Background: an optimization exercise with open tools, aiming at small area, a short achievable clock period and few clock cycles per item. Do not read the settings as production practice. Where RTL was checked, it was by simulation tests only, not by an equivalence proof against the original. Function not checked in runs 1 and 2: the RTL went through the layout flow alone. No activity file was given, so power comes from the tool's default toggle rates.

===== design/flow/design.v =====
module pixel_histogram #(
    parameter int CNT_W = 16,
    parameter int TOT_W = 24
) (
    input  logic             clk,
    input  logic             rst_n,
    input  logic             start,
    input  logic             in_valid,
    input  logic [7:0]       inbyte,
    input  logic             frame_end,
    output logic             in_ready,
    output logic             out_valid,
    input  logic             out_ready,
    output logic [7:0]       out_bin,
    output logic [CNT_W-1:0] out_count,
    output logic [TOT_W-1:0] pixel_total,
    output logic             busy,
    output logic             done
);
    logic             busy_q, ir_q, dmp_q, done_q, clr_q;
    logic [8:0]       dcnt_q;
    logic             ov_q;
    logic [7:0]       ob_q;
    logic [CNT_W-1:0] oc_q;
    logic [TOT_W-1:0] tot_q;
    logic start_take, take, fe_take, stall, xfer, last, issue;
    assign start_take = start && !busy_q;
    assign take       = ir_q && in_valid;
    assign fe_take    = ir_q && frame_end;
    assign stall      = ov_q && !out_ready;
    assign xfer       = ov_q && out_ready;
    assign last       = xfer && (ob_q == 8'hFF);
    assign issue      = dmp_q && !dcnt_q[8] && !stall;
    logic             a_v, a_d;
    logic [7:0]       a_addr;
    logic [15:0]      a_hi, a_lo;
    logic             b_v, b_d, f1_q, f2_q;
    logic [7:0]       b_addr;
    logic [3:0][CNT_W-1:0] part_q;
    logic             c_v;
    logic [7:0]       c_addr;
    logic [CNT_W-1:0] c_val;
    logic             d_v;
    logic [7:0]       d_addr;
    logic [CNT_W-1:0] d_val;
    logic [255:0][CNT_W-1:0] mem;
    logic [7:0] ad;
    assign ad = issue ? dcnt_q[7:0] : inbyte;
    always_ff @(posedge clk) begin
        a_addr <= ad;
        for (int i = 0; i < 16; i++) begin
            a_hi[i] <= (ad[7:4] == i[3:0]);
            a_lo[i] <= (ad[3:0] == i[3:0]);
        end
    end
    logic [3:0][CNT_W-1:0] part_d;
    always_comb begin
        for (int g = 0; g < 4; g++) begin
            part_d[g] = '0;
            for (int h = 0; h < 4; h++) begin
                logic [CNT_W-1:0] row;
                row = '0;
                for (int l = 0; l < 16; l++) begin
                    row = row | (mem[(4*g+h)*16+l] & {CNT_W{a_lo[l]}});
                end
                part_d[g] = part_d[g] | (row & {CNT_W{a_hi[4*g+h]}});
            end
        end
    end
    always_ff @(posedge clk) begin
        part_q <= part_d;
        b_addr <= a_addr;
        f1_q   <= b_v && (a_addr == b_addr);
        f2_q   <= c_v && (a_addr == c_addr);
    end
    logic [CNT_W-1:0] rd, cur, nxt;
    assign rd  = part_q[0] | part_q[1] | part_q[2] | part_q[3];
    assign cur = f1_q ? c_val : (f2_q ? d_val : rd);
    assign nxt = (&cur) ? cur : cur + 1'b1;
    always_ff @(posedge clk) begin
        c_addr <= b_addr;
        c_val  <= b_v ? nxt : '0;
        d_addr <= c_addr;
        d_val  <= c_val;
        clr_q  <= !busy_q;
    end
    logic [15:0] w_hi, w_lo;
    always_comb begin
        for (int i = 0; i < 16; i++) begin
            w_hi[i] = clr_q || (c_v && (c_addr[7:4] == i[3:0]));
            w_lo[i] = clr_q || (c_v && (c_addr[3:0] == i[3:0]));
        end
    end
    for (genvar w = 0; w < 256; w++) begin : g_word
        always_ff @(posedge clk) begin
            if (w_hi[w/16] && w_lo[w%16]) mem[w] <= c_val;
        end
    end
    always_ff @(posedge clk or negedge rst_n) begin
        if (!rst_n) begin
            busy_q <= 1'b0;
            ir_q   <= 1'b0;
            dmp_q  <= 1'b0;
            done_q <= 1'b0;
            dcnt_q <= 9'd0;
            a_v    <= 1'b0;
            a_d    <= 1'b0;
            b_v    <= 1'b0;
            b_d    <= 1'b0;
            c_v    <= 1'b0;
            d_v    <= 1'b0;
            ov_q   <= 1'b0;
            ob_q   <= 8'd0;
            oc_q   <= '0;
            tot_q  <= '0;
        end else begin
            done_q <= last;
            if (start_take) begin
                busy_q <= 1'b1;
                ir_q   <= 1'b1;
            end
            if (fe_take) begin
                ir_q   <= 1'b0;
                dmp_q  <= 1'b1;
                dcnt_q <= 9'd0;
            end else if (stall) begin
                dcnt_q <= {1'b0, ob_q} + 9'd1;
            end else if (issue) begin
                dcnt_q <= dcnt_q + 9'd1;
            end
            if (last) begin
                busy_q <= 1'b0;
                dmp_q  <= 1'b0;
            end
            a_v <= take;
            a_d <= issue;
            b_v <= a_v;
            b_d <= a_d && !stall;
            c_v <= b_v;
            d_v <= c_v;
            if (!stall) begin
                ov_q <= b_d;
                if (b_d) oc_q <= cur;
            end
            if (xfer) ob_q <= ob_q + 8'd1;
            if (start_take) tot_q <= '0;
            else if (a_v && !(&tot_q)) tot_q <= tot_q + 1'b1;
        end
    end
    assign in_ready    = ir_q;
    assign out_valid   = ov_q;
    assign out_bin     = ob_q;
    assign out_count   = oc_q;
    assign pixel_total = tot_q;
    assign busy        = busy_q;
    assign done        = done_q;
endmodule

===== design/flow/run.sh =====
#!/bin/bash
# synth_recipe.tcl (not shown) runs the flow's synth.tcl, then flattens the netlist and writes it again
# the make line also repeats each setting of config.mk as NAME=value (left out here)
make -C /OpenROAD-flow-scripts/flow DESIGN_CONFIG=/design/flow/config.mk WORK_HOME=/design/flow/orfs CLKGATE_MAP_FILE= SYNTH_SCRIPT=/design/flow/synth_recipe.tcl finish

===== design/flow/config.mk =====
export PLATFORM = sky130hd
export DESIGN_NAME = pixel_histogram
export DESIGN_NICKNAME = pixel_histogram
export VERILOG_FILES = /design/flow/design.v
export SDC_FILE = /design/flow/constraint.sdc
export NUM_CORES = 4
export LEC_CHECK = 0
export CAP_MARGIN = 20
export CORE_MARGIN = 2
export CORE_UTILIZATION = 40
export SLEW_MARGIN = 20

===== design/flow/constraint.sdc =====
create_clock -name core_clock -period 6.0 [get_ports {clk}]
set_input_delay 1.2000 -clock core_clock [delete_from_list [all_inputs] [get_ports {clk}]]
set_output_delay 1.2000 -clock core_clock [all_outputs]
set_load 0.01 [all_outputs]

==> results_dict.tcl, run 1 <==
set metrics [dict create \
    synthSimpleGateAreaFrac 0.0328 \
    area_growth_syn_to_layout_pct 15.4 \
    startpoint_type "flip-flop" \
    grt_pass1_vias 86226 \
    row_count 228 \
    postCtsSetupBuffers 0 \
    multiInputGateArea_um2 26200 \
    ys_types 64 \
    regArea_um2 128000 \
    async_flop_share 0.0155 \
    ant_nets 0 \
    die-area_um2 392000 \
    min_period_ns 3.94 \
    drive_gt1_frac 0.148 \
    clkTransAtPathRegs_ns 0.06 \
    io_pins 66 \
    grt_max_degree 226 \
    cts_sinks 4318 \
    arrival_ns 4.82 \
    worstPathRequired_ns 6.88 \
    peakVddDrop_v 0.000268 \
    route.detailed.drc 0 \
    worstSkewPairLatency_ns 0.98 \
    finalWirelength_um 490000 \
    tightest_slew_ns 1.22 \
    synthAdderAreaFrac 0.000323 \
    cts_root_buf "clkbuf_16" \
    initial_core_util 0.402 \
    synth_top_family_by_area "compound AO/OA/AOI/OAI gates" \
    ys.warnings.count 1 \
    fin_crit_sh 0.656 \
    hpwl_um 269000 \
    syn_nets 8378 \
    wl_met2_um 228000 \
    fin_area_um2 179000 \
    post_drt_wl_per_cell_um 34.3 \
    first_pass_iters 8 \
    max_slew_margin 0.187 \
    syn_inst 8360 \
    design.core.area_um2 386000 \
    fillers 32053 \
    finalPower_mw 67.4 \
    synth-main-ff-cell "edfxtp_1" \
    drtIter0Drc 13116 \
    critPathKind "reg -> reg" \
    clock.fmax_ghz 0.254 \
    yosysSeqAreaShare 0.825 \
    fin_setup_tns_ns 0 \
    synthMuxAreaShare 0.00168 \
    grt_remaining_overflow 0 \
    cap_violations 0 \
    wl_met1_um 186000 \
    r2r_cells 9 \
    ys_ff_latch 4318 \
    setup_viol 0 \
    antenna_found_initial 17 \
    power.density_nw_per_um2 377 \
    routed-wl-met3_um 54800 \
    cts_tree "built" \
    final_max_slew_viol_count 0 \
    die-width_um 626 \
    fin_skew_ns 0.0558 \
    nNetsFinal 8735 \
    clockBufferDepth 4 \
    rsz0062_at_grt "false" \
    vias 90096 \
    hold_class "in -> async" \
    cts_made_buffers 428 \
    highest_layer "met5" \
    synthXorXnorAreaFrac 0.00305 \
    power.leakage_nw 50.0 \
    place.gp.congestion 0.865 \
    cp-end-kind "flip-flop" \
    final-hold-violation-count 0 \
    synth-compound-area-share 0.123 \
    status "finished clean" \
    post-route-util 0.464 \
    placed_area_um2 165000 \
    syn_area_per_cell_um2 18.5 \
    via_per_inst 6.32 \
    syn-cell-area_um2 155000 \
    cts_htree_levels 5 \
    grt_usage 0.243 \
    grt_pass1_wl_um 678000 \
    cts_hold_buf 0 \
    cp_max_fo 32 \
    io_buffers 65 \
    synth_edf_count 4096 \
    cts_resized 0 \
    die_h_um 626 \
]
-- synth_stat cells (5+ instances only) --
cell      count  share of area
edfxtp_1   4096           0.79
a22oi_1     754          0.037
a221oi_1    677          0.038
a22o_1      677          0.038
clkbuf_1    431          0.010
nor2_1      329         0.0080
nand3_1     285         0.0092
nand4_1     213         0.0086
o21ai_0     172         0.0056
dfxtp_1     155          0.020
buf_1        98         0.0024
dfrtp_1      67          0.011
nand2_1      63         0.0015
a21oi_1      43         0.0014
xor2_1       28         0.0016
a31oi_1      26         0.0011
xnor2_1      26         0.0015
nor3b_1      21         0.0010
inv_1        20        0.00048
and3_1       18        0.00073
mux2i_1      17         0.0011
nor2b_1      16        0.00065
nor4_1       14        0.00057
a211oi_1     13        0.00063
nor3_1       10        0.00032
mux2_2        8        0.00058
a211o_1       6        0.00034
and2_1        6        0.00024
or4_1         6        0.00029
or3_1         5        0.00020
-- critical path, stage by stage, from the launching register on --
cell      delay, ns
dfxtp_1        0.97
nor2_2         0.35
a221o_2        0.48
inv_1          0.12
ha_1           0.20
o21ai_0        0.11
nor4b_2        0.77
and2_1         0.46
a211oi_1       0.13
a211oi_1       0.23
-- final timing paths --
path	startpoint	end	slack [ns]
min in group core_clock	b_addr[6]	c_addr[6]	0.37
setup / recovery	f1_q	c_val[10]	2.06
hold / removal	rst_n	tot_q[20]	0.37
hold reg to reg	b_addr[6]	c_addr[6]	0.37
max in group asynchronous	rst_n	a_d	5.02
setup reg to reg	f1_q	c_val[10]	2.06
-- power breakdown --
group	switching (mW)	internal [mW]
clock	11.3	15.3
combinational	4.66	2.84
sequential	0.642	32.7
total	16.6	50.8
-- cells in the final DEF (no fill, tap or decap), types with 11 or more instances in the layout --
cell type / n
nor2_1: 91
and3_1: 18
a22oi_1: 754
inv_1: 20
nor2_2: 179
buf_4: 343
buf_12: 42
nor2_4: 60
bufinv_16: 41
clkinv_1: 92
clkbuf_8: 18
a22o_1: 677
a211oi_1: 13
dfrtp_1: 67
xor2_1: 28
dfxtp_4: 32
a21oi_4: 14
xnor2_1: 26
edfxtp_1: 4096
inv_6: 12
nand3_1: 285
a31oi_1: 18
clkbuf_16: 437
clkinv_2: 79
clkdlybuf4s50_1: 64
clkbuf_1: 90
a21oi_1: 19
nand4_1: 213
diode_2: 11
o21ai_0: 172
nand2_1: 63
nor2b_1: 16
a221oi_1: 677
dfxtp_1: 121
nor3b_1: 21
mux2i_1: 17
-- cells by family after synthesis --
family	count (synthesis)
adders and majority gates	4
DFF	4318
AOI/OAI and AO/OA	2386
xor gates and xnor gates	54
and+or+nand+nor	1011
buffers and inverters	562
muxes	25
-- sequential cells by signal, indices dropped and copies added, names as in the netlist, 8 cells and up --
register,count
c_val,16
part_q,64
d_val,16
a_lo,16
b_addr,8
dcnt_q,9
c_addr,8
tot_q,24
a_addr,8
oc_q,16
a_hi,16
mem,4096
ob_q,8
-- routing by layer --
layer,global-route usage,vias to the layer above
met5,0,-
met4,0.0943,10
met3,0.0523,920
met2,0.385,5801
met1,0.329,47271
li1,-,36094
-- metrics by stage --
stage	hold slack, ns	setup slack (ns)	std cells
6_report	0.370	2.06	14261
3_3_place_gp	0.357	1.56	13441
3_5_place_dp	0.359	1.61	13450
4_1_cts	0.359	2.13	14238
2_1_floorplan	0.349	0.225	8360
5_1_grt	0.379	1.79	14254
-- area by class of cell --
| cell class | instances | area share |
|---|---|---|
| diodes | 11 | 0.000154 |
| clock buffers | 546 | 0.0645 |
| clock inverters | 242 | 0.0128 |
| inverters | 21 | 0.000441 |
| multi-input cells | 3480 | 0.146 |
| flip-flops and latches | 4318 | 0.715 |
| well taps | 5175 | 0.0362 |
| repair buffers | 468 | 0.0244 |
==> run 2: changes to the inputs <==
--- a/design/flow/config.mk
+++ b/design/flow/config.mk
@@ -7,5 +7,6 @@
 export LEC_CHECK = 0
 export CAP_MARGIN = 20
 export CORE_MARGIN = 2
-export CORE_UTILIZATION = 40
+export CORE_UTILIZATION = 60
+export SETUP_SLACK_MARGIN = 3.0
 export SLEW_MARGIN = 20
==> results_dict.tcl, run 2 <==
set metrics [dict create \
    post-route-util 0.688 \
    grt_pass1_wl_um 673000 \
    cts_hold_buf 0 \
    final_common_cell "edfxtp_1" \
    max_slew_margin 0.232 \
    p_sw_frac 0.247 \
    fin_setup_tns_ns 0 \
    design.core.area_um2 257000 \
    tightest_slew_ns 1.15 \
    grt_max_degree 194 \
    synthMuxAreaShare 0.00168 \
    netlist_top_cells_count "edfxtp_1 (4096), a22oi_1 (754), a221oi_1 (677), a22o_1 (677), clkbuf_1 (431)" \
    min_period_ns 3.09 \
    startpoint_type "flip-flop" \
    layout_common_cells "edfxtp_1 (4096), a22oi_1 (741), a22o_1 (677), a221oi_1 (674), clkbuf_16 (430)" \
    row_count 186 \
    largest-register "mem" \
    synth-compound-area-share 0.123 \
    cp-end-kind "flip-flop" \
    power.leakage_nw 50.1 \
    initial_core_util 0.603 \
    ant_nets 0 \
    fin_crit_sh 0.516 \
    crit_start "c_addr[0]" \
    io_pins 66 \
    crit_top_cell "buf_4" \
    p_int_mw 50.9 \
    nNetsFinal 8706 \
    place.gp.congestion 0.905 \
    critPathSlowestCell "a21oi_4" \
    clkPwrFrac 0.395 \
    synth.most_common_cell "edfxtp_1" \
    cts_sinks 4318 \
    post_drt_wl_per_cell_um 38.8 \
    yosysTopAreaCellShare 0.794 \
    syn_area_per_cell_um2 18.5 \
    critPathBufInv 2 \
    io_buffers 65 \
    ys.warnings.count 1 \
    via_per_inst 7.22 \
    arrival_ns 3.75 \
    async_flop_share 0.0155 \
    regArea_um2 128000 \
    fin_skew_ns 0.0593 \
    synthSimpleGateAreaFrac 0.0328 \
    min_from "b_addr[5]" \
    cap_violations 0 \
    dp.cells 11620 \
    syn_inst 8360 \
    final_max_slew_viol_count 0 \
    grt_pass1_vias 86040 \
    critPathKind "reg -> reg" \
    antenna_found_initial 15 \
    die-area_um2 262000 \
    multiInputGateArea_um2 26500 \
    status "finished clean" \
    rsz0062_at_grt "true" \
    synth_top_family_by_area "compound AO/OA/AOI/OAI gates" \
    die_h_um 512 \
    area_growth_syn_to_layout_pct 14.0 \
    setup_viol 0 \
    hold_class "reg -> reg" \
    cp_max_fo 13 \
    drive_gt1_frac 0.150 \
    synth-main-ff-cell "edfxtp_1" \
    ys_types 64 \
    synthAdderAreaFrac 0.000323 \
    rr_startpoint "c_addr[0]" \
    syn-cell-area_um2 155000 \
    reg_top3 "mem: 4096 flops, part_q: 64 flops, tot_q: 24 flops" \
    fillers 16615 \
    worstPathRequired_ns 6.66 \
    seqPwrFrac 0.493 \
    hpwl_um 265000 \
    vias 89710 \
    clockBufferDepth 4 \
    largest_register_ff_count 4096 \
    yosys.area.top_type "edfxtp_1" \
    die-width_um 512 \
    yosysSeqAreaShare 0.825 \
    crit_chain "nor2b_2 -> a21oi_4 -> buf_4 -> nor2_1 -> buf_4" \
    crit_family "compound AO/OA/AOI/OAI gates" \
    worstSkewPairLatency_ns 0.95 \
    cts_tree "built" \
    synthXorXnorAreaFrac 0.00305 \
    power.density_nw_per_um2 383 \
    route.detailed.drc 0 \
    cts_root_buf "clkbuf_16" \
    syn_nets 8378 \
    stdcell_count 12429 \
    critical-path-max-stage-delay_ns 0.87 \
    cts_made_buffers 426 \
    first_pass_iters 6 \
    ys_ff_latch 4318 \
    cts_htree_levels 5 \
    finalWirelength_um 483000 \
    synth_edf_count 4096 \
    grt_usage 0.365 \
    switchingPower_mw 16.7 \
    synth_area_leaders "edfxtp_1 (79%), a221oi_1 (3.8%), a22o_1 (3.8%)" \
    peakVddDrop_v 0.000296 \
    grt_remaining_overflow 0 \
    p_comb_frac 0.113 \
    clkTransAtPathRegs_ns 0.06 \
    drtIter0Drc 13100 \
    final-hold-violation-count 0 \
    clock.fmax_ghz 0.323 \
]
run 2: cell counts after synthesis:
No cell type changed its count.
run 2: power by group through the flow:
stage	Combinational [mW]	Sequential (mW)	Clock [mW]
6_report	7.62	33.3	26.7
5_1_grt	7.99	33.3	27.9
4_1_cts	7.45	33.3	26.8
3_5_place_dp	7.40	33.9	0
3_3_place_gp	7.36	33.9	0
2_1_floorplan	4.42	33.5	0
run 2: worst paths after layout:
kind | to | slack, ns | cells past startpoint
max in group asynchronous | oc_q[6] | 4.89 | 1
hold reg to reg | c_addr[5] | 0.37 | 0
setup reg to reg | mem[1895] | 2.91 | 5
hold / removal | c_addr[5] | 0.37 | 0
min in group asynchronous | busy_q | 0.41 | 1
setup / recovery | mem[1895] | 2.91 | 5
run 2: metal layers:
metal	global-route usage	share of wire
met1	0.523	0.39
met2	0.557	0.46
met3	0.0744	0.11
met4	0.145	0.046
met5	0	0.00012
run 2: through the flow:
stage	power (mW)	worst slack (ns)	hold slack, ns	cell area, µm²
after floorplan	37.9	2.92	0.349	155000
after global placement	41.3	1.93	0.362	162000
after detailed placement	41.3	1.87	0.361	162000
after CTS	67.5	3.00	0.373	176000
after global routing	69.2	2.89	0.377	177000
final	67.6	2.91	0.372	177000
run 2: timing repair:
item / in CTS / in global routing
endpoints found under the setup margin: 1419 / 384
resized for setup: 130 / 28
setup buffers: 17 / 5
pin swaps: 4 / 5
run 2: kinds of logic after synthesis:
family	count (synthesis)
xor gates and xnor gates	54
and+or+nand+nor	1011
AOI/OAI and AO/OA	2386
buffers and inverters	562
DFF	4318
adders and majority gates	4
muxes	25
run 2: layout make-up:
class                   instances  share of cell area
diodes                          7           0.0000992
clock buffers                 542              0.0647
clock inverters               236              0.0139
inverters                      21            0.000446
multi-input cells            3480               0.150
flip-flops and latches       4318               0.724
well taps                    3384              0.0240
repair buffers                441              0.0227
run 2: worst reg2reg max path, delay by kind of cell, from the launching register on:
family                 cells  cell delay [ns]
AND/OR/NAND/NOR            2             0.44
flip-flops                 1             0.66
buffers and inverters      2             0.86
AO/OA/AOI/OAI              1             0.87
==> run 3: changes to the inputs <==
--- a/design/flow/design.v
+++ b/design/flow/design.v
@@ -17,7 +17,7 @@
     output logic             busy,
     output logic             done
 );
-    logic             busy_q, ir_q, dmp_q, done_q, clr_q;
+    logic             busy_q, ir_q, dmp_q, done_q;
     logic [8:0]       dcnt_q;
     logic             ov_q;
     logic [7:0]       ob_q;
@@ -73,27 +73,31 @@
         f1_q   <= b_v && (a_addr == b_addr);
         f2_q   <= c_v && (a_addr == c_addr);
     end
+    function automatic logic [CNT_W-1:0] sat_inc(input logic [CNT_W-1:0] v);
+        sat_inc = (&v) ? v : v + 1'b1;
+    endfunction
     logic [CNT_W-1:0] rd, cur, nxt;
     assign rd  = part_q[0] | part_q[1] | part_q[2] | part_q[3];
     assign cur = f1_q ? c_val : (f2_q ? d_val : rd);
-    assign nxt = (&cur) ? cur : cur + 1'b1;
+    assign nxt = f1_q ? sat_inc(c_val) : (f2_q ? sat_inc(d_val) : sat_inc(rd));
+    logic [CNT_W-1:0] w_val;
     always_ff @(posedge clk) begin
         c_addr <= b_addr;
-        c_val  <= b_v ? nxt : '0;
+        c_val  <= nxt;
+        w_val  <= b_v ? nxt : '0;
         d_addr <= c_addr;
         d_val  <= c_val;
-        clr_q  <= !busy_q;
     end
     logic [15:0] w_hi, w_lo;
-    always_comb begin
+    always_ff @(posedge clk) begin
         for (int i = 0; i < 16; i++) begin
-            w_hi[i] = clr_q || (c_v && (c_addr[7:4] == i[3:0]));
-            w_lo[i] = clr_q || (c_v && (c_addr[3:0] == i[3:0]));
+            w_hi[i] <= !busy_q || (b_v && (b_addr[7:4] == i[3:0]));
+            w_lo[i] <= !busy_q || (b_v && (b_addr[3:0] == i[3:0]));
         end
     end
     for (genvar w = 0; w < 256; w++) begin : g_word
         always_ff @(posedge clk) begin
-            if (w_hi[w/16] && w_lo[w%16]) mem[w] <= c_val;
+            if (w_hi[w/16] && w_lo[w%16]) mem[w] <= w_val;
         end
     end
     always_ff @(posedge clk or negedge rst_n) begin
--- a/design/flow/config.mk
+++ b/design/flow/config.mk
@@ -8,5 +8,7 @@
 export CAP_MARGIN = 20
 export CORE_MARGIN = 2
 export CORE_UTILIZATION = 60
-export SETUP_SLACK_MARGIN = 3.0
+export CTS_CLUSTER_DIAMETER = 80
+export CTS_CLUSTER_SIZE = 25
+export SETUP_SLACK_MARGIN = 3.5
 export SLEW_MARGIN = 20
==> results_dict.tcl, run 3 <==
set metrics [dict create \
    status "finished clean" \
    met2_usage 0.558 \
    whs_ns 0.202 \
    synth_edf_count 4096 \
    cts_tree "built" \
    largest_register_ff_count 4096 \
    critPathSlowestCell "dfxtp_4" \
    crit_chain "buf_12 -> buf_16 -> buf_8 -> a22o_1 -> a221oi_1 -> nand4_1 -> a22oi_2 -> nand3_4" \
    ys_types 63 \
    grt_usage 0.371 \
    synth_top_family_by_area "compound AO/OA/AOI/OAI gates" \
    via_per_inst 7.35 \
    worstSkewPairLatency_ns 0.89 \
    row_count 188 \
    cts_made_buffers 197 \
    io_pins 66 \
    fin_crit_sh 0.449 \
    rr_startpoint "a_lo[14]" \
    antenna_found_initial 41 \
    final_max_slew_viol_count 0 \
    cp-end-kind "flip-flop" \
    max_slew_margin 0.0963 \
    die-width_um 516 \
    fin_setup_tns_ns 0 \
    largest-register "mem" \
    ant_nets 0 \
    grt_pass1_wl_um 680000 \
    synthMuxAreaShare 0.00142 \
    die-area_um2 266000 \
    fin_skew_ns 0.0354 \
    yosysSeqAreaShare 0.818 \
    ys_ff_latch 4365 \
    synth-compound-area-share 0.123 \
    cts_sinks 4365 \
    async_flop_share 0.0153 \
    syn_area_per_cell_um2 18.4 \
    p_sw_frac 0.273 \
    cts_root_buf "clkbuf_16" \
    grtUsageMet3 0.0854 \
    clockBufferDepth 3 \
    grt_max_degree 225 \
    nNetsFinal 8736 \
    arrival_ns 3.37 \
    synth-main-ff-cell "edfxtp_1" \
    grt_remaining_overflow 0 \
    reg2reg_slack_ns 3.31 \
    rsz0062_at_grt "true" \
    switchingPower_mw 16.2 \
    hold_class "in -> async" \
    p_int_mw 43.0 \
    reg_top3 "mem: 4096 flops, part_q: 64 flops, tot_q: 24 flops" \
    ys.warnings.count 1 \
    synthSimpleGateAreaFrac 0.0392 \
    clkTransAtPathRegs_ns 0.10 \
    cap_violations 0 \
    route.detailed.drc 0 \
    power.leakage_nw 58.3 \
    r2r_cells 8 \
    final-hold-violation-count 0 \
    peakVddDrop_v 0.000356 \
    power.density_nw_per_um2 341 \
    critical-path-max-stage-delay_ns 0.46 \
    synthAdderAreaFrac 0.000477 \
    synth_area_leaders "edfxtp_1 (78%), a22o_1 (3.9%), a221oi_1 (3.9%)" \
    syn_inst 8548 \
    place.gp.congestion 0.839 \
    seqPwrFrac 0.578 \
    final_common_cell "edfxtp_1" \
    clock.fmax_ghz 0.371 \
    design.core.area_um2 262000 \
    grt.busiest_layer "met2" \
    netlist_top_cells_count "edfxtp_1 (4096), a22o_1 (707), a22oi_1 (706)" \
    layout_common_cells "edfxtp_1 (4096), a22o_1 (707), a221oi_1 (654), a22oi_1 (653), nand3_1 (284)" \
    startpoint_type "flip-flop" \
    grt_pass1_vias 84430 \
    p_comb_frac 0.152 \
    worstPathRequired_ns 6.68 \
    clkPwrFrac 0.270 \
    critPathKind "reg -> reg" \
    syn_nets 8568 \
    synthXorXnorAreaFrac 0.00423 \
    io_buffers 65 \
    drive_gt1_frac 0.122 \
    yosys.area.top_type "edfxtp_1" \
    post_drt_wl_per_cell_um 40.5 \
    synth.most_common_cell "edfxtp_1" \
    min_period_ns 2.69 \
    tightest_slew_ns 1.36 \
    die_h_um 516 \
    setup_viol 0 \
    area_growth_syn_to_layout_pct 10.2 \
    initial_core_util 0.602 \
    fillers 17714 \
    syn-cell-area_um2 157000 \
    cts_hold_buf 0 \
    cts_htree_levels 4 \
    timing.rr.end "part_q[30]" \
    grtUsageMet1 0.545 \
    first_pass_iters 6 \
    finalWirelength_um 507000 \
    vias 91897 \
    yosysTopAreaCellShare 0.782 \
    drtIter0Drc 15456 \
    cp_max_fo 21 \
    hpwl_um 256000 \
]
[run 3: cell types whose count changed in the layout (fill, tap and decap cells not counted), sizes merged, moves of 48 or more]
cell / change
clkbuf: -203
diode: +114
buf: +102
and2: +264
dlygate4sd2: -52
clkinv: -151
a22oi: -48
nor2: -220
[run 3: cell families after synthesis]
kind of cell             Yosys count
multiplexers                      22
buffers and inverters            562
flip-flops                      4365
adder cells (fa/ha/maj)            6
AND/OR/NAND/NOR                 1099
AO/OA/AOI/OAI                   2418
XOR/XNOR                          76
[run 3: stage by stage]
| step | total power [mW] | instances | setup WS [ns] | util | area, µm² |
|---|---|---|---|---|---|
| finish | 59.2 | 12510 | 3.31 | 0.663 | 174000 |
| global route | 60.4 | 12407 | 3.29 | 0.662 | 173000 |
| CTS | 58.5 | 12315 | 3.27 | 0.656 | 172000 |
| detailed placement | 42.2 | 11828 | 1.59 | 0.624 | 163000 |
| global placement | 42.1 | 11814 | 1.64 | 0.623 | 163000 |
| floorplan | 38.3 | 8548 | 3.50 | - | 157000 |
[run 3: final cells by class]
cell class	instances	area, µm²	area share
Timing Repair inverter	1	5.00	0.0000288
Timing Repair Buffer	515	6190	0.0357
Multi-Input combinational cell	3622	27600	0.159
Tap cell	3515	4400	0.0253
Inverter	14	61.3	0.000353
Sequential cell	4365	129000	0.743
Antenna cell	121	303	0.00175
Clock buffer	327	5650	0.0326
Clock inverter	30	357	0.00206
[run 3: repair_timing]
action / in CTS / in global routing
pin swaps: 34 / 66
gates cloned: 17 / 14
endpoints found under the hold margin: 0 / 0
setup endpoints to repair: 474 / 191
resized for setup: 444 / 142
setup buffers: 113 / 56
[run 3: how the worst max path moves through the flow]
stage,startpoint,end,slack (ns),cells past startpoint
3_5_place_dp,out_ready,a_lo[7],1.59,7
2_1_floorplan,out_ready,dcnt_q[4],3.50,8
3_3_place_gp,out_ready,dcnt_q[8],1.64,8
4_1_cts,tot_q[21],pixel_total[21],3.27,1
5_1_grt,tot_q[15],pixel_total[15],3.29,1
6_report,a_lo[14],part_q[30],3.31,8
[run 3: per-layer routing]
layer	wire length, µm	vias to the layer above
met2	233000	6486
met5	68	-
met4	15900	10
met1	194000	48254
met3	63500	794
li1	-	36353
[run 3: power groups by stage]
stage / Clock [mW] / Sequential [mW] / Combinational [mW]
2_1_floorplan: 0 / 34.2 / 4.09
3_3_place_gp: 0 / 35.0 / 7.11
3_5_place_dp: 0 / 35.0 / 7.15
4_1_cts: 16.0 / 34.2 / 8.29
5_1_grt: 16.9 / 34.2 / 9.25
6_report: 16.0 / 34.2 / 9.00
[run 3: critical path: cells and delay by family (launching register included)]
family / cells / cell delay, ns
AOI/OAI and AO/OA: 3 / 0.91
and+or+nand+nor: 2 / 0.54
buffers and inverters: 3 / 0.55
DFF: 1 / 0.46
Testbench counts of run 3, summed over its fixed seeds: cycles 84,147, pixels 63,825.
==> run 4: changes to the inputs <==
==> design/flow/flow/run.sh (new file) <==
#!/bin/bash
set -euo pipefail
export BUFFER_PORTS_ARGS="-buffer_cell sky130_fd_sc_hd__buf_4"
bash standard.sh > standard_flow.log 2>&1
==> design/flow/standard.sh (new file) <==
#!/bin/bash
# synth_recipe.tcl (not shown) runs the flow's synth.tcl, then flattens the netlist and writes it again
# the make line also repeats each setting of config.mk as NAME=value (left out here)
make -C /OpenROAD-flow-scripts/flow DESIGN_CONFIG=/design/flow/config.mk WORK_HOME=/design/flow/orfs CLKGATE_MAP_FILE= SYNTH_SCRIPT=/design/flow/synth_recipe.tcl "${@:-finish}"
removed: design/flow/run.sh
==> results_dict.tcl, run 4 <==
set metrics [dict create \
    async_flop_share 0.0153 \
    cts_htree_levels 4 \
    syn_area_per_cell_um2 18.4 \
    grt_usage 0.373 \
    synth-main-ff-cell "edfxtp_1" \
    finalWirelength_um 519000 \
    route.detailed.drc 0 \
    synth-compound-area-share 0.123 \
    first_pass_iters 6 \
    min_period_ns 2.80 \
    hpwl_um 255000 \
    vias 92468 \
    final_max_slew_viol_count 0 \
    worstSkewPairLatency_ns 0.92 \
    area_growth_syn_to_layout_pct 10.8 \
    critPathBufInv 2 \
    post-route-util 0.667 \
    grt_remaining_overflow 0 \
    synth.most_common_cell "edfxtp_1" \
    critical-path-max-stage-delay_ns 0.45 \
    synth_area_leaders "edfxtp_1 (78%), a22o_1 (3.9%), a221oi_1 (3.9%)" \
    cts_made_buffers 198 \
    ys.warnings.count 1 \
    synthXorXnorAreaFrac 0.00423 \
    synthAdderAreaFrac 0.000477 \
    synthMuxAreaShare 0.00142 \
    rsz0062_at_grt "true" \
    die_h_um 516 \
    ys_ff_latch 4365 \
    arrival_ns 1.60 \
    initial_core_util 0.602 \
    reg_top3 "mem: 4096 flops, part_q: 64 flops, tot_q: 24 flops" \
    cts_sinks 4365 \
    synth_edf_count 4096 \
    critPathKind "reg -> out" \
    reg2reg_slack_ns 3.33 \
    io_pins 66 \
    syn_inst 8548 \
    final_common_cell "edfxtp_1" \
    cp.depth 2 \
    max_slew_margin 0.175 \
    synthSimpleGateAreaFrac 0.0392 \
    row_count 188 \
    fin_crit_sh 0.467 \
    drive_gt1_frac 0.129 \
    nNetsFinal 8805 \
    clockBufferDepth 3 \
    timing.rr.end "part_q[33]" \
    drtIter0Drc 16529 \
    fin_skew_ns 0.0323 \
    power.leakage_nw 58.8 \
    cts_tree "built" \
    crit_family "flip-flops" \
    fin_ws_ns 3.20 \
    largest-register "mem" \
    tightest_slew_ns 1.24 \
    worstPathRequired_ns 4.80 \
    die-area_um2 266000 \
    hold_class "in -> async" \
    design.core.area_um2 262000 \
    grt_pass1_vias 84828 \
    status "finished clean" \
    antenna_found_initial 43 \
    rr_startpoint "a_lo[13]" \
    crit_start "busy_q" \
    syn-cell-area_um2 157000 \
    ys_types 63 \
    io_buffers 65 \
    cap_violations 0 \
    post_drt_wl_per_cell_um 41.4 \
    place.gp.congestion 0.846 \
    grt_pass1_wl_um 683000 \
    die-width_um 516 \
    cp_max_fo 2 \
    yosysSeqAreaShare 0.818 \
    netlist_top_cells_count "edfxtp_1 (4096), a22o_1 (707), a22oi_1 (706)" \
    yosys.area.top_type "edfxtp_1" \
    grt_max_degree 209 \
    cp-end-kind "output pin" \
    power.density_nw_per_um2 342 \
    peakVddDrop_v 0.000383 \
    cp-endpoint "busy" \
    layout_common_cells "edfxtp_1 (4096), a22o_1 (707), a22oi_1 (654), a221oi_1 (645), buf_4 (331)" \
    startpoint_type "flip-flop" \
    largest_register_ff_count 4096 \
    fin_setup_tns_ns 0 \
    final-hold-violation-count 0 \
    cts_root_buf "clkbuf_16" \
    clkTransAtPathRegs_ns 0.10 \
    synth_top_family_by_area "compound AO/OA/AOI/OAI gates" \
    clock.fmax_ghz 0.357 \
    setup_viol 0 \
    critPathSlowestCell "dfrtp_2" \
    r2r_cells 8 \
    ant_nets 0 \
    crit_chain "buf_12 -> buf_6" \
    syn_nets 8568 \
    via_per_inst 7.38 \
    pre_cts_ws_ns 1.99 \
    yosysTopAreaCellShare 0.782 \
]
run 4: cell count changes in the layout (fill, tap and decap cells not counted), sizes merged, moves of 3 or more:
| cell | change |
|---|---|
| inv | +3 |
| clkbuf | +12 |
| bufbuf | -3 |
| buf | +65 |
| clkinvlp | -3 |
| clkdlybuf4s50 | -12 |
| diode | -42 |
run 4: kinds of logic after synthesis:
logic type,Yosys count
compound gates,2418
xor+xnor,76
fa+ha+maj,6
flops,4365
simple gates,1099
buf+inv,562
mux,22
run 4: power by group:
part / total, mW / switching [mW] / internal [mW]
Clock: 16.0 / 9.30 / 6.72
Sequential: 34.2 / 0.953 / 33.2
Combinational: 9.38 / 6.13 / 3.25
run 4: worst min path at each step:
stage / depth (start not counted) / end / slack (ns)
3_3_place_gp: 0 / d_val[9] / 0.41
6_report: 1 / oc_q[6] / 0.18
3_5_place_dp: 0 / d_val[9] / 0.41
2_1_floorplan: 0 / d_val[11] / 0.33
5_1_grt: 1 / oc_q[8] / 0.17
4_1_cts: 1 / oc_q[10] / 0.12
run 4: final cells by class:
class,count,area [µm²]
Antenna cell,79,198
Sequential cell,4365,129000
Tap cell,3515,4400
Clock buffer,322,5570
Fill cell,17553,87200
Inverter,14,60.1
Clock inverter,32,452
Timing Repair Buffer,582,7210
Multi-Input combinational cell,3624,27600
run 4: through the flow:
step,power (mW),cells,area (µm²),hold WS (ns)
floorplan,38.3,8548,157000,0.329
global placement,42.1,11835,163000,0.410
detailed placement,42.2,11844,163000,0.413
CTS,58.5,12342,172000,0.124
global route,60.8,12480,174000,0.167
finish,59.6,12533,174000,0.178
run 4: routing by layer:
| layer | track usage | up-vias | wire length, µm |
|---|---|---|---|
| met5 | 0 | - | 379 |
| met4 | 0.115 | 28 | 18100 |
| met3 | 0.0907 | 826 | 72300 |
| met2 | 0.555 | 6941 | 233000 |
| met1 | 0.552 | 48273 | 195000 |
| li1 | - | 36400 | - |
run 4: timing repair:
item | 4_1_cts | 5_1_grt
hold buffers | 0 | 0
resized for setup | 253 | 142
endpoints found under the setup margin | 488 | 191
hold endpoints to repair | 0 | 0
gates cloned | 14 | 32
pin swaps | 37 | 75
buffers inserted | 130 | 78
run 4: worst register-to-register path, delay by kind of cell, from the launching register on:
| family | cells | cell delay (ns) |
|---|---|---|
| AND/OR/NAND/NOR | 2 | 0.50 |
| buffers and inverters | 4 | 0.78 |
| AO/OA/AOI/OAI | 2 | 0.87 |
| flip-flops | 1 | 0.38 |
==> run 5: changes to the inputs <==
==> design/flow/run.sh (new file) <==
#!/bin/bash
# synth_recipe.tcl (not shown) runs the flow's synth.tcl, then flattens the netlist and writes it again
# the make line also repeats each setting of config.mk as NAME=value (left out here)
make -C /OpenROAD-flow-scripts/flow DESIGN_CONFIG=/design/flow/config.mk WORK_HOME=/design/flow/orfs CLKGATE_MAP_FILE= SYNTH_SCRIPT=/design/flow/synth_recipe.tcl finish
--- a/design/flow/config.mk
+++ b/design/flow/config.mk
@@ -10,5 +10,5 @@
 export CORE_UTILIZATION = 60
 export CTS_CLUSTER_DIAMETER = 80
 export CTS_CLUSTER_SIZE = 25
-export SETUP_SLACK_MARGIN = 3.5
+export SETUP_SLACK_MARGIN = 3.4
 export SLEW_MARGIN = 20
removed: design/flow/flow/run.sh
removed: design/flow/standard.sh
==> results_dict.tcl, run 5 <==
set metrics [dict create \
    post_drt_wl_per_cell_um 40.0 \
    p_int_mw 42.6 \
    final_max_slew_viol_count 0 \
    rsz0062_at_grt "true" \
    reg_top3 "mem: 4096 flops, part_q: 64 flops, tot_q: 24 flops" \
    power.density_nw_per_um2 340 \
    cts_sinks 4365 \
    cts_root_buf "clkbuf_16" \
    clkPwrFrac 0.268 \
    dp.cells 11865 \
    seqPwrFrac 0.586 \
    grt_remaining_overflow 0 \
    startpoint_type "flip-flop" \
    min_period_ns 2.72 \
    via_per_inst 7.31 \
    tightest_slew_ns 1.21 \
    io_pins 66 \
    async_flop_share 0.0153 \
    peakVddDrop_v 0.000400 \
    grt_max_degree 193 \
    final-hold-violation-count 0 \
    cts_made_buffers 197 \
    synth-main-ff-cell "edfxtp_1" \
    synth.most_common_cell "edfxtp_1" \
    nNetsFinal 8727 \
    ys_types 63 \
    worstSkewPairLatency_ns 0.93 \
    clkTransAtPathRegs_ns 0.10 \
    syn-cell-area_um2 157000 \
    die-area_um2 266000 \
    pre_cts_ws_ns 1.52 \
    cts_htree_levels 4 \
    row_count 188 \
    hpwl_um 257000 \
    placed_area_um2 163000 \
    hold_class "in -> async" \
    clock.fmax_ghz 0.367 \
    cp-end-kind "flip-flop" \
    vias 91193 \
    yosys.area.top_type "edfxtp_1" \
    synth_area_leaders "edfxtp_1 (78%), a22o_1 (3.9%), a221oi_1 (3.9%)" \
    drive_gt1_frac 0.113 \
    grt_pass1_wl_um 674000 \
    cp_max_fo 68 \
    setup_viol 0 \
    ys.warnings.count 1 \
    ys_ff_latch 4365 \
    fin_skew_ns 0.0414 \
    status "finished clean" \
    first_pass_iters 6 \
    yosysSeqAreaShare 0.818 \
    max_slew_margin 0.190 \
    grt_pass1_vias 84625 \
    ant_nets 0 \
    p_comb_frac 0.146 \
    io_buffers 65 \
    cts_tree "built" \
    fin_setup_tns_ns 0 \
    layout_common_cells "edfxtp_1 (4096), a22o_1 (707), a221oi_1 (696), a22oi_1 (655), buf_4 (312)" \
    syn_area_per_cell_um2 18.4 \
    finalPower_mw 58.5 \
    largest-register "mem" \
    fin_crit_sh 0.454 \
    syn_inst 8548 \
    stdcell_count 12477 \
    drtIter0Drc 15121 \
    power.leakage_nw 57.7 \
    critPathKind "reg -> reg" \
    die_h_um 516 \
    final_common_cell "edfxtp_1" \
    area_growth_syn_to_layout_pct 9.34 \
    switchingPower_mw 15.9 \
    route.detailed.drc 0 \
    die-width_um 516 \
    initial_core_util 0.602 \
    antenna_found_initial 31 \
    finalWirelength_um 499000 \
    grt_usage 0.367 \
    p_sw_frac 0.272 \
    synth_edf_count 4096 \
    place.gp.congestion 0.842 \
    syn_nets 8568 \
    cap_violations 0 \
    fin_area_um2 172000 \
    yosysTopAreaCellShare 0.782 \
    arrival_ns 3.50 \
    netlist_top_cells_count "edfxtp_1 (4096), a22o_1 (707), a22oi_1 (706)" \
    fin_ws_ns 3.28 \
    largest_register_ff_count 4096 \
    worstPathRequired_ns 6.78 \
    clockBufferDepth 3 \
    design.core.area_um2 262000 \
]
[run 5: changes by cell type in the layout (fill, tap and decap cells not counted), moves of 10 or more]
cell             delta
and2_1             +10
clkbuf_16          -24
clkdlybuf4s50_1    +12
a221oi_1           +51
buf_4              -19
buf_16             -20
a221oi_2           -50
buf_6              -36
buf_12             -13
and2_2             -10
buf_2              +27
diode_2            +27
[run 5: stage by stage]
| step | util | hold WS, ns |
|---|---|---|
| after global routing | 0.657 | 0.110 |
| after floorplan | - | 0.329 |
| after global placement | 0.624 | 0.406 |
| final | 0.658 | 0.132 |
| after CTS | 0.653 | 0.0730 |
| after detailed placement | 0.624 | 0.404 |
[run 5: worst paths after layout]
check                           from    endpoint  slack (ns)  cells after the start
setup / recovery            a_lo[14]  part_q[49]        3.28                      7
hold / removal                 rst_n     oc_q[9]        0.13                      1
setup reg to reg            a_lo[14]  part_q[49]        3.28                      7
hold reg to reg            a_addr[6]   b_addr[6]        0.42                      0
max in group asynchronous      rst_n    tot_q[4]        4.58                      2
min in group core_clock    a_addr[6]   b_addr[6]        0.42                      0
[run 5: logic make-up after synthesis]
kind of cell             count (synthesis)  synth area share
flip-flops                            4365             0.818
multiplexers                            22           0.00142
adder cells (fa/ha/maj)                  6          0.000477
buffers and inverters                  562            0.0136
XOR/XNOR                                76           0.00423
AO/OA/AOI/OAI                         2418             0.123
AND/OR/NAND/NOR                       1099            0.0392
[run 5: final cells by class]
class / instances / area, µm²
Tap cell: 3515 / 4400
Clock buffer: 319 / 5560
Fill cell: 17782 / 89500
Timing Repair inverter: 1 / 5.00
Clock inverter: 29 / 277
Antenna cell: 106 / 265
Multi-Input combinational cell: 3621 / 27200
Sequential cell: 4365 / 129000
Inverter: 14 / 61.3
Timing Repair Buffer: 507 / 5410
[run 5: timing repair]
item / 4_1_cts / 5_1_grt
gates cloned: 5 / 7
pin swaps: 22 / 33
hold buffers: 0 / 0
buffers inserted: 98 / 38
hold endpoints to repair: 0 / 0
endpoints found under the setup margin: 316 / 147
resized for setup: 390 / 71
[run 5: critical path: stages, from the launching register on]
cell and delay, ns:
dfxtp_4 0.47, buf_4 0.19, buf_12 0.17, a22o_1 0.37, a221oi_1 0.23, nand4_1 0.25, a22oi_2 0.53, nand3_1 0.14
[run 5: power groups by stage]
stage | logic (mW) | clock network, mW | registers, mW
after global routing | 8.84 | 16.7 | 34.3
final | 8.55 | 15.7 | 34.3
after CTS | 7.95 | 15.8 | 34.3
after global placement | 7.08 | 0 | 35.1
after detailed placement | 7.12 | 0 | 35.1
after floorplan | 4.08 | 0 | 34.2
[run 5: routing by layer]
metal,up-vias,global-route usage,wire (µm)
li1,36257,-,-
met4,6,0.118,15800
met3,720,0.0816,63800
met5,-,0,41
met1,47935,0.536,191000
met2,6275,0.555,229000
==> run 6: changes to the inputs <==
--- a/design/flow/design.v
+++ b/design/flow/design.v
@@ -17,14 +17,14 @@
     output logic             busy,
     output logic             done
 );
-    logic             busy_q, ir_q, dmp_q, done_q;
+    logic             busy_q, idle_q, ir_q, dmp_q, done_q;
     logic [8:0]       dcnt_q;
     logic             ov_q;
     logic [7:0]       ob_q;
     logic [CNT_W-1:0] oc_q;
     logic [TOT_W-1:0] tot_q;
     logic start_take, take, fe_take, stall, xfer, last, issue;
-    assign start_take = start && !busy_q;
+    assign start_take = start && idle_q;
     assign take       = ir_q && in_valid;
     assign fe_take    = ir_q && frame_end;
     assign stall      = ov_q && !out_ready;
@@ -33,7 +33,7 @@
     assign issue      = dmp_q && !dcnt_q[8] && !stall;
     logic             a_v, a_d;
     logic [7:0]       a_addr;
-    logic [15:0]      a_hi, a_lo;
+    logic [15:0]      a_hi, a_lo, a_lon;
     logic             b_v, b_d, f1_q, f2_q;
     logic [7:0]       b_addr;
     logic [3:0][CNT_W-1:0] part_q;
@@ -50,7 +50,8 @@
         a_addr <= ad;
         for (int i = 0; i < 16; i++) begin
             a_hi[i] <= (ad[7:4] == i[3:0]);
-            a_lo[i] <= (ad[3:0] == i[3:0]);
+            a_lo[i]  <= (ad[3:0] == i[3:0]);
+            a_lon[i] <= (ad[3:0] != i[3:0]);
         end
     end
     logic [3:0][CNT_W-1:0] part_d;
@@ -61,7 +62,8 @@
                 logic [CNT_W-1:0] row;
                 row = '0;
                 for (int l = 0; l < 16; l++) begin
-                    row = row | (mem[(4*g+h)*16+l] & {CNT_W{a_lo[l]}});
+                    if (g < 2) row = row | (mem[(4*g+h)*16+l] & {CNT_W{a_lo[l]}});
+                    else       row = row | (mem[(4*g+h)*16+l] & {CNT_W{!a_lon[l]}});
                 end
                 part_d[g] = part_d[g] | (row & {CNT_W{a_hi[4*g+h]}});
             end
@@ -91,8 +93,8 @@
     logic [15:0] w_hi, w_lo;
     always_ff @(posedge clk) begin
         for (int i = 0; i < 16; i++) begin
-            w_hi[i] <= !busy_q || (b_v && (b_addr[7:4] == i[3:0]));
-            w_lo[i] <= !busy_q || (b_v && (b_addr[3:0] == i[3:0]));
+            w_hi[i] <= idle_q || (b_v && (b_addr[7:4] == i[3:0]));
+            w_lo[i] <= idle_q || (b_v && (b_addr[3:0] == i[3:0]));
         end
     end
     for (genvar w = 0; w < 256; w++) begin : g_word
@@ -103,6 +105,7 @@
     always_ff @(posedge clk or negedge rst_n) begin
         if (!rst_n) begin
             busy_q <= 1'b0;
+            idle_q <= 1'b1;
             ir_q   <= 1'b0;
             dmp_q  <= 1'b0;
             done_q <= 1'b0;
@@ -121,6 +124,7 @@
             done_q <= last;
             if (start_take) begin
                 busy_q <= 1'b1;
+                idle_q <= 1'b0;
                 ir_q   <= 1'b1;
             end
             if (fe_take) begin
@@ -134,6 +138,7 @@
             end
             if (last) begin
                 busy_q <= 1'b0;
+                idle_q <= 1'b1;
                 dmp_q  <= 1'b0;
             end
             a_v <= take;
--- a/design/flow/config.mk
+++ b/design/flow/config.mk
@@ -7,8 +7,8 @@
 export LEC_CHECK = 0
 export CAP_MARGIN = 20
 export CORE_MARGIN = 2
-export CORE_UTILIZATION = 60
+export CORE_UTILIZATION = 75
 export CTS_CLUSTER_DIAMETER = 80
 export CTS_CLUSTER_SIZE = 25
-export SETUP_SLACK_MARGIN = 3.4
+export SETUP_SLACK_MARGIN = 3.5
 export SLEW_MARGIN = 20
==> results_dict.tcl, run 6 <==
set metrics [dict create \
    die-area_um2 214000 \
    grt_remaining_overflow 0 \
    final_common_cell "edfxtp_1" \
    drive_gt1_frac 0.108 \
    reg_top3 "mem: 4096 flops, part_q: 64 flops, tot_q: 24 flops" \
    arrival_ns 1.56 \
    ant_nets 0 \
    place.gp.congestion 0.940 \
    die-width_um 463 \
    syn_area_per_cell_um2 18.5 \
    power.density_nw_per_um2 328 \
    post-route-util 0.818 \
    cp-end-kind "output pin" \
    area_growth_syn_to_layout_pct 8.45 \
    cp_max_fo 2 \
    yosysSeqAreaShare 0.817 \
    fin_crit_sh 0.459 \
    fin_setup_tns_ns 0 \
    power.leakage_nw 58.2 \
    cts_root_buf "clkbuf_16" \
    cts_tree "built" \
    min_period_ns 2.76 \
    syn_nets 8555 \
    critPathKind "reg -> out" \
    cap_violations 0 \
    multiInputGateArea_um2 27400 \
    synth_area_leaders "edfxtp_1 (78%), a22o_1 (4.8%), a221oi_1 (4.8%)" \
    critPathSlowestCell "dfrtp_2" \
    crit_family "flip-flops" \
    io_buffers 65 \
    netlist_top_cells_count "edfxtp_1 (4096), a22o_1 (870), a221oi_1 (864)" \
    row_count 168 \
    grt_max_degree 257 \
    largest_register_ff_count 4096 \
    final_max_slew_viol_count 0 \
    clockBufferDepth 3 \
    vias 94035 \
    synth.most_common_cell "edfxtp_1" \
    peakVddDrop_v 0.000390 \
    synth_edf_count 4096 \
    grt_pass1_vias 86956 \
    worstSkewPairLatency_ns 0.92 \
    final-hold-violation-count 0 \
    fin_skew_ns 0.0419 \
    layout_common_cells "edfxtp_1 (4096), a22o_1 (870), a221oi_1 (845), a22oi_1 (351), nand4_1 (243)" \
    setup_viol 0 \
    clkTransAtPathRegs_ns 0.10 \
    grt_pass1_wl_um 653000 \
    tightest_slew_ns 1.30 \
    fillers 9986 \
    clock.fmax_ghz 0.363 \
    finalWirelength_um 484000 \
    hpwl_um 247000 \
    first_pass_iters 7 \
    async_flop_share 0.0155 \
    cts_htree_levels 4 \
    yosysTopAreaCellShare 0.778 \
    syn_inst 8535 \
    ys_ff_latch 4382 \
    hold_class "in -> async" \
    ys_types 73 \
    worstPathRequired_ns 4.80 \
    largest-register "mem" \
    via_per_inst 8.06 \
    max_slew_margin 0.135 \
    nNetsFinal 8594 \
    io_pins 66 \
    syn-cell-area_um2 158000 \
    initial_core_util 0.754 \
    route.detailed.drc 0 \
    antenna_found_initial 64 \
    status "finished clean" \
    cts_made_buffers 193 \
    post_drt_wl_per_cell_um 41.5 \
    whs_ns 0.276 \
    synth-main-ff-cell "edfxtp_1" \
    critPathBufInv 1 \
    drtIter0Drc 18634 \
    regArea_um2 129000 \
    critical-path-max-stage-delay_ns 0.51 \
    cts_sinks 4382 \
    startpoint_type "flip-flop" \
    crit_chain "buf_6" \
    yosys.area.top_type "edfxtp_1" \
    grt_usage 0.437 \
    die_h_um 463 \
    ys.warnings.count 1 \
    rsz0062_at_grt "true" \
    design.core.area_um2 210000 \
]
[run 6: worst reg2reg max path, stage by stage, from the launching register on]
cell	delay [ns]
dfxtp_2	0.68
buf_4	0.54
and2_1	1.08
[run 6: kinds of logic after synthesis]
logic type,count (synthesis),synth area share
xor gates and xnor gates,69,0.00382
adders and majority gates,6,0.000475
buffers and inverters,626,0.0152
and+or+nand+nor,1038,0.0373
AOI/OAI and AO/OA,2385,0.125
muxes,29,0.00188
DFF,4382,0.817
[run 6: cell type report]
cell class | count | area share
multi-input cells | 3527 | 0.160
repair buffers | 406 | 0.0274
diodes | 123 | 0.00180
repair inverters | 6 | 0.000263
flip-flops and latches | 4382 | 0.754
clock buffers | 349 | 0.0328
well taps | 2805 | 0.0205
inverters | 58 | 0.00277
clock inverters | 6 | 0.000416
[run 6: worst paths after layout]
kind | from | cells past startpoint | endpoint | slack, ns
max in group asynchronous | rst_n | 2 | tot_q[16] | 4.61
min | rst_n | 1 | oc_q[10] | 0.28
max reg2reg | w_lo[0] | 2 | mem[2310] | 3.32
min reg2reg | a_addr[7] | 0 | b_addr[7] | 0.42
min in group core_clock | a_addr[7] | 0 | b_addr[7] | 0.42
max | ir_q | 1 | in_ready | 3.24
[run 6: routing by layer]
metal	share of wire	global-route usage	wire, µm
met2	0.45	0.633	215000
met5	0.00060	0.00535	290
met1	0.33	0.611	158000
met4	0.057	0.223	27800
met3	0.17	0.137	82000
[run 6: metrics by stage]
step / instances / area [µm²] / worst slack, ns / total power [mW]
final: 11662 / 171000 / 3.24 / 56.3
after global placement: 11015 / 162000 / 1.77 / 40.3
after global routing: 11599 / 171000 / 3.24 / 57.2
after CTS: 11446 / 169000 / 3.21 / 55.3
after floorplan: 8535 / 158000 / 3.44 / 37.6
after detailed placement: 11024 / 162000 / 1.68 / 40.3
[run 6: timing repair]
item,in CTS,in global routing
hold endpoints to repair,0,0
gates cloned,7,21
resized for setup,444,168
hold buffers,0,0
pin swaps,38,53
setup endpoints to repair,379,346
buffers inserted,60,63
[run 6: power breakdown]
part | total [mW] | internal [mW] | switching [mW] | leakage [nW]
clock | 15.4 | 6.45 | 8.91 | 2.71
sequential | 34.0 | 33.3 | 0.768 | 44.2
combinational | 6.88 | 2.32 | 4.56 | 11.4
total | 56.3 | 42.0 | 14.2 | 58.2
Testbench counts of run 6, summed over its fixed seeds: cycles 84,147, pixels 63,825.
==> run 7: changes to the inputs <==
--- a/design/flow/config.mk
+++ b/design/flow/config.mk
@@ -7,7 +7,7 @@
 export LEC_CHECK = 0
 export CAP_MARGIN = 20
 export CORE_MARGIN = 2
-export CORE_UTILIZATION = 75
+export CORE_UTILIZATION = 60
 export CTS_CLUSTER_DIAMETER = 80
 export CTS_CLUSTER_SIZE = 25
 export SETUP_SLACK_MARGIN = 3.5
==> results_dict.tcl, run 7 <==
set metrics [dict create \
    status "finished clean" \
    whs_ns 0.266 \
    critical-path-max-stage-delay_ns 0.53 \
    cp-end-kind "output pin" \
    hpwl_um 259000 \
    switchingPower_mw 14.9 \
    layout_common_cells "edfxtp_1 (4096), a22o_1 (870), a221oi_1 (847), a22oi_1 (378), buf_4 (273)" \
    io_buffers 65 \
    startpoint_type "flip-flop" \
    cts_htree_levels 4 \
    yosys.area.top_type "edfxtp_1" \
    worstSkewPairLatency_ns 0.93 \
    power.leakage_nw 58.8 \
    ys.warnings.count 1 \
    route.detailed.drc 0 \
    seqPwrFrac 0.600 \
    nNetsFinal 8654 \
    p_int_mw 42.2 \
    highest_layer "met5" \
    min_period_ns 2.84 \
    synth.most_common_cell "edfxtp_1" \
    grt_pass1_vias 85005 \
    die-area_um2 268000 \
    cts_made_buffers 199 \
    regArea_um2 129000 \
    p_comb_frac 0.118 \
    syn_area_per_cell_um2 18.5 \
    fillers 17756 \
    row_count 188 \
    setup_viol 0 \
    max_slew_margin 0.148 \
    antenna_found_initial 46 \
    ys_ff_latch 4382 \
    ys_types 73 \
    p_sw_frac 0.260 \
    via_per_inst 7.43 \
    grt_pass1_wl_um 703000 \
    drtIter0Drc 16112 \
    post_drt_wl_per_cell_um 41.8 \
    clkPwrFrac 0.282 \
    clockBufferDepth 3 \
    die_h_um 517 \
    fin_setup_tns_ns 0 \
    place.gp.congestion 0.915 \
    first_pass_iters 8 \
    fin_area_um2 173000 \
    clock.fmax_ghz 0.353 \
    routed-wl-met3_um 59400 \
    syn-cell-area_um2 158000 \
    critPathSlowestCell "dfrtp_2" \
    die-width_um 517 \
    cp_max_fo 2 \
    synth_edf_count 4096 \
    largest_register_ff_count 4096 \
    wl_met1_um 193000 \
    stdcell_count 12391 \
    drive_gt1_frac 0.116 \
    largest-register "mem" \
    area_growth_syn_to_layout_pct 9.60 \
    grt_remaining_overflow 0 \
    final_max_slew_viol_count 0 \
    clkTransAtPathRegs_ns 0.10 \
    final-hold-violation-count 0 \
    placed_area_um2 164000 \
    syn_nets 8555 \
    synth_area_leaders "edfxtp_1 (78%), a22o_1 (4.8%), a221oi_1 (4.8%)" \
    yosysTopAreaCellShare 0.778 \
    crit_chain "buf_6" \
    netlist_top_cells_count "edfxtp_1 (4096), a22o_1 (870), a221oi_1 (864)" \
    critPathBufInv 1 \
    reg_top3 "mem: 4096 flops, part_q: 64 flops, tot_q: 24 flops" \
    initial_core_util 0.603 \
    arrival_ns 1.64 \
    worstPathRequired_ns 4.80 \
    cts_sinks 4382 \
    final_common_cell "edfxtp_1" \
    fin_crit_sh 0.473 \
    design.core.area_um2 262000 \
    synth-main-ff-cell "edfxtp_1" \
    rsz0062_at_grt "true" \
    power.density_nw_per_um2 330 \
    dp.cells 11801 \
    syn_inst 8535 \
    critPathKind "reg -> out" \
    grt_usage 0.383 \
    hold_class "in -> async" \
    tightest_slew_ns 1.28 \
    ant_nets 0 \
    grt_max_degree 209 \
    finalWirelength_um 518000 \
    cts_root_buf "clkbuf_16" \
    multiInputGateArea_um2 27300 \
    async_flop_share 0.0155 \
    wl_met2_um 244000 \
    cts_tree "built" \
    crit_family "flip-flops" \
    io_pins 66 \
    vias 92023 \
    yosysSeqAreaShare 0.817 \
    peakVddDrop_v 0.000326 \
    cap_violations 0 \
    reg2reg_slack_ns 3.35 \
    finalPower_mw 57.1 \
    fin_skew_ns 0.0613 \
]
==> run 7: cell counts after synthesis <==
Identical to the previous run, type by type.
==> run 7: cell type report <==
cell class / instances / share of cell area
diodes: 87 / 0.00126
repair buffers: 464 / 0.0322
repair inverters: 2 / 0.0000795
inverters: 58 / 0.00228
well taps: 3515 / 0.0254
clock inverters: 38 / 0.00295
clock buffers: 318 / 0.0319
multi-input cells: 3527 / 0.158
flip-flops and latches: 4382 / 0.746
==> run 7: kinds of logic (layout without fill, tap and decap cells) <==
family,Yosys count,after routing,synth area share
flip-flops,4382,4382,0.817
AO/OA/AOI/OAI,2385,2385,0.125
AND/OR/NAND/NOR,1038,1038,0.0373
buffers and inverters,626,880,0.0152
XOR/XNOR,69,69,0.00382
multiplexers,29,29,0.00188
adder cells (fa/ha/maj),6,6,0.000475
other,0,87,0
==> run 7: worst paths after layout <==
check,startpoint,endpoint,cells after the start
setup / recovery,oc_q[8],out_count[8],1
hold / removal,rst_n,a_v,1
setup reg to reg,a_lo[7],part_q[7],5
hold reg to reg,a_addr[1],b_addr[1],0
max in group asynchronous,rst_n,oc_q[7],2
min in group core_clock,a_addr[1],b_addr[1],0
==> run 7: what timing repair did <==
action,CTS,global route
hold endpoints to repair,0,0
hold buffers,0,0
pin swaps,31,32
buffers inserted,71,33
resized for setup,501,70
gates cloned,29,3
setup endpoints to repair,561,232
==> run 7: power by group through the flow <==
stage	logic [mW]	clock network (mW)	registers, mW
final	6.73	16.1	34.3
after floorplan	3.35	0	34.2
after detailed placement	5.59	0	35.0
after global placement	5.57	0	35.0
after CTS	6.44	16.1	34.2
after global routing	6.92	17.1	34.3
==> run 7: metal layers <==
metal / global-route usage / up-vias
li1: - / 36172
met1: 0.544 / 48278
met2: 0.598 / 6611
met3: 0.0702 / 946
met4: 0.147 / 16
met5: 0 / -
==> run 7: per-stage QoR <==
step	utilization	setup slack, ns
5_1_grt	0.660	3.13
3_5_place_dp	0.624	2.09
2_1_floorplan	-	3.44
6_report	0.660	3.16
4_1_cts	0.656	3.13
3_3_place_gp	0.623	2.06
==> run 8: changes to the inputs <==
--- a/design/flow/design.v
+++ b/design/flow/design.v
@@ -20,7 +20,7 @@
     logic             busy_q, idle_q, ir_q, dmp_q, done_q;
     logic [8:0]       dcnt_q;
     logic             ov_q;
-    logic [7:0]       ob_q;
+    logic [7:0]       ob_q, obn_q;    
     logic [CNT_W-1:0] oc_q;
     logic [TOT_W-1:0] tot_q;
     logic start_take, take, fe_take, stall, xfer, last, issue;
@@ -29,7 +29,7 @@
     assign fe_take    = ir_q && frame_end;
     assign stall      = ov_q && !out_ready;
     assign xfer       = ov_q && out_ready;
-    assign last       = xfer && (ob_q == 8'hFF);
+    assign last       = xfer && (obn_q == 8'h00);
     assign issue      = dmp_q && !dcnt_q[8] && !stall;
     logic             a_v, a_d;
     logic [7:0]       a_addr;
@@ -118,6 +118,7 @@
             d_v    <= 1'b0;
             ov_q   <= 1'b0;
             ob_q   <= 8'd0;
+            obn_q  <= 8'd1;
             oc_q   <= '0;
             tot_q  <= '0;
         end else begin
@@ -132,7 +133,7 @@
                 dmp_q  <= 1'b1;
                 dcnt_q <= 9'd0;
             end else if (stall) begin
-                dcnt_q <= {1'b0, ob_q} + 9'd1;
+                dcnt_q <= {(obn_q == 8'h00), obn_q};
             end else if (issue) begin
                 dcnt_q <= dcnt_q + 9'd1;
             end
@@ -151,7 +152,10 @@
                 ov_q <= b_d;
                 if (b_d) oc_q <= cur;
             end
-            if (xfer) ob_q <= ob_q + 8'd1;
+            if (xfer) begin
+                ob_q  <= obn_q;
+                obn_q <= obn_q + 8'd1;
+            end
             if (start_take) tot_q <= '0;
             else if (a_v && !(&tot_q)) tot_q <= tot_q + 1'b1;
         end
==> results_dict.tcl, run 8 <==
set metrics [dict create \
    io_buffers 65 \
    post-route-util 0.657 \
    area_growth_syn_to_layout_pct 8.89 \
    rsz0062_at_grt "true" \
    wl_met2_um 234000 \
    fin_setup_tns_ns 0 \
    synth_edf_count 4096 \
    fillers 17844 \
    final_common_cell "edfxtp_1" \
    syn-cell-area_um2 158000 \
    power.leakage_nw 57.0 \
    cts_root_buf "clkbuf_16" \
    drtIter0Drc 15123 \
    whs_ns 0.398 \
    cp-end-kind "output pin" \
    fin_skew_ns 0.0438 \
    clkTransAtPathRegs_ns 0.10 \
    grt_remaining_overflow 0 \
    final-hold-violation-count 0 \
    grt_max_degree 193 \
    routed-wl-met3_um 59700 \
    min_period_ns 2.76 \
    max_slew_margin 0.181 \
    finalWirelength_um 503000 \
    rr_startpoint "w_lo[15]" \
    multiInputGateArea_um2 27000 \
    so_faults "antenna violations" \
    regArea_um2 129000 \
    r2r_cells 3 \
    syn_nets 8552 \
    min_path_cells 0 \
    async_flop_share 0.0173 \
    min_from "a_addr[4]" \
    cts_tree "built" \
    reg_top3 "mem: 4096 flops, part_q: 64 flops, tot_q: 24 flops" \
    hold_class "reg -> reg" \
    critPathSlowestCell "dfrtp_2" \
    fin_crit_sh 0.459 \
    crit_family "flip-flops" \
    yosysTopAreaCellShare 0.778 \
    io_pins 66 \
    initial_core_util 0.603 \
    final_max_slew_viol_count 0 \
    row_count 188 \
    syn_area_per_cell_um2 18.5 \
    grt_pass1_wl_um 674000 \
    synth_area_leaders "edfxtp_1 (78%), a22o_1 (4.8%), a221oi_1 (4.8%)" \
    wl_met1_um 192000 \
    hpwl_um 265000 \
    critPathBufInv 1 \
    grt_usage 0.364 \
    ys_types 75 \
    reg2reg_slack_ns 3.44 \
    clockBufferDepth 3 \
    min_to "b_addr[4]" \
    synth-main-ff-cell "edfxtp_1" \
    cts_htree_levels 4 \
    ant_nets 1 \
    crit_chain "buf_6" \
    critPathKind "reg -> out" \
    ys.warnings.count 1 \
    first_pass_iters 6 \
    syn_inst 8531 \
    grt_pass1_vias 84196 \
    place.gp.congestion 0.903 \
    vias 90977 \
    route.detailed.drc 0 \
    nNetsFinal 8645 \
    drive_gt1_frac 0.109 \
    netlist_top_cells_count "edfxtp_1 (4096), a22o_1 (866), a221oi_1 (864)" \
    antenna_found_initial 43 \
    stdcell_count 12314 \
    ys_ff_latch 4390 \
    worstSkewPairLatency_ns 0.90 \
    clock.fmax_ghz 0.363 \
    yosys.area.top_type "edfxtp_1" \
    worstPathRequired_ns 4.80 \
    highest_layer "met5" \
    timing.rr.end "mem[3066]" \
    status "failed layout checks" \
    design.core.area_um2 262000 \
    critical-path-max-stage-delay_ns 0.51 \
    largest_register_ff_count 4096 \
    yosysSeqAreaShare 0.817 \
    largest-register "mem" \
    cap_violations 0 \
    setup_viol 0 \
    via_per_inst 7.39 \
    post_drt_wl_per_cell_um 40.8 \
    cts_sinks 4390 \
    die_h_um 517 \
    cts_made_buffers 198 \
    synth.most_common_cell "edfxtp_1" \
    cts_hold_buf 0 \
    power.density_nw_per_um2 374 \
    finalPower_mw 64.4 \
    dp.cells 11859 \
    startpoint_type "flip-flop" \
    peakVddDrop_v 0.000372 \
    die-width_um 517 \
    layout_common_cells "edfxtp_1 (4096), a22o_1 (866), a221oi_1 (856), a22oi_1 (372), buf_4 (268)" \
    cp_max_fo 2 \
    tightest_slew_ns 1.23 \
    die-area_um2 268000 \
    arrival_ns 1.56 \
]
## run 8: cell count changes in the layout (fill, tap and decap cells not counted), moves of 10 or more
cell	previous run	this run
clkbuf_1	112	96
o211ai_1	3	17
and2_1	202	220
buf_12	48	32
clkbuf_16	204	220
o21ai_0	91	111
buf_6	36	58
bufbuf_16	27	4
o21a_1	2	13
diode_2	87	43
nand2_1	121	137
and2_2	71	50
o21ai_1	25	15
## run 8: timing repair
item | 4_1_cts | 5_1_grt
pin swaps | 15 | 40
setup endpoints to repair | 200 | 171
resized for setup | 393 | 136
cloned | 4 | 17
buffers inserted | 27 | 23
## run 8: layout make-up
cell class / count / area share
Timing Repair inverter: 2 / 0.000102
Inverter: 51 / 0.00225
Tap cell: 3515 / 0.0255
Multi-Input combinational cell: 3532 / 0.157
Clock inverter: 26 / 0.00205
Antenna cell: 43 / 0.000625
Clock buffer: 306 / 0.0323
Timing Repair Buffer: 449 / 0.0286
Sequential cell: 4390 / 0.752
## run 8: metrics by stage
step,cell area (µm²),setup WS (ns)
global route,172000,3.20
CTS,171000,3.20
detailed placement,164000,1.75
finish,172000,3.24
floorplan,158000,3.52
global placement,164000,1.89
## run 8: worst reg2reg max path, stage by stage (launching register included)
cell     delay (ns)
dfxtp_2        0.65
buf_4          0.47
and2_1         0.86
buf_4          0.31
## run 8: routing by layer
| metal | vias up | track usage |
|---|---|---|
| met3 | 778 | 0.0716 |
| met1 | 47868 | 0.531 |
| met5 | - | 0 |
| li1 | 36040 | - |
| met4 | 20 | 0.118 |
| met2 | 6271 | 0.558 |
## run 8: where the power goes
group | total (mW) | internal [mW] | switching, mW
clock | 15.9 | 6.64 | 9.30
sequential | 36.2 | 34.4 | 1.82
combinational | 12.3 | 3.94 | 8.39
## run 8: logic make-up after synthesis
logic type               Yosys count  share of synthesized area
AO/OA/AOI/OAI                   2399                      0.125
XOR/XNOR                          61                    0.00338
flip-flops                      4390                      0.817
AND/OR/NAND/NOR                 1043                     0.0372
adder cells (fa/ha/maj)            7                   0.000554
multiplexers                      22                    0.00149
buffers and inverters            609                     0.0147
## run 8: how the worst max path moves through the flow
stage          depth (start not counted)  slack [ns]       from           end
5_1_grt                                1        3.20    oc_q[0]  out_count[0]
4_1_cts                                1        3.20       ov_q     out_valid
3_3_place_gp                           6        1.89  out_ready      a_hi[14]
2_1_floorplan                          0        3.52   w_val[0]        mem[0]
3_5_place_dp                           6        1.75  out_ready      a_hi[14]
6_report                               1        3.24    oc_q[0]  out_count[0]
Testbench counts of run 8, summed over its fixed seeds: cycles 84,147, pixels 63,825.

Check on run 8: ideal ports give 3.243 ns setup slack; a clkbuf_16 on the clock port and buf_2 on the inputs give 3.137 ns; moving port delays by the midpoint clock arrival (0.985 ns) as well gives 2.561 ns.
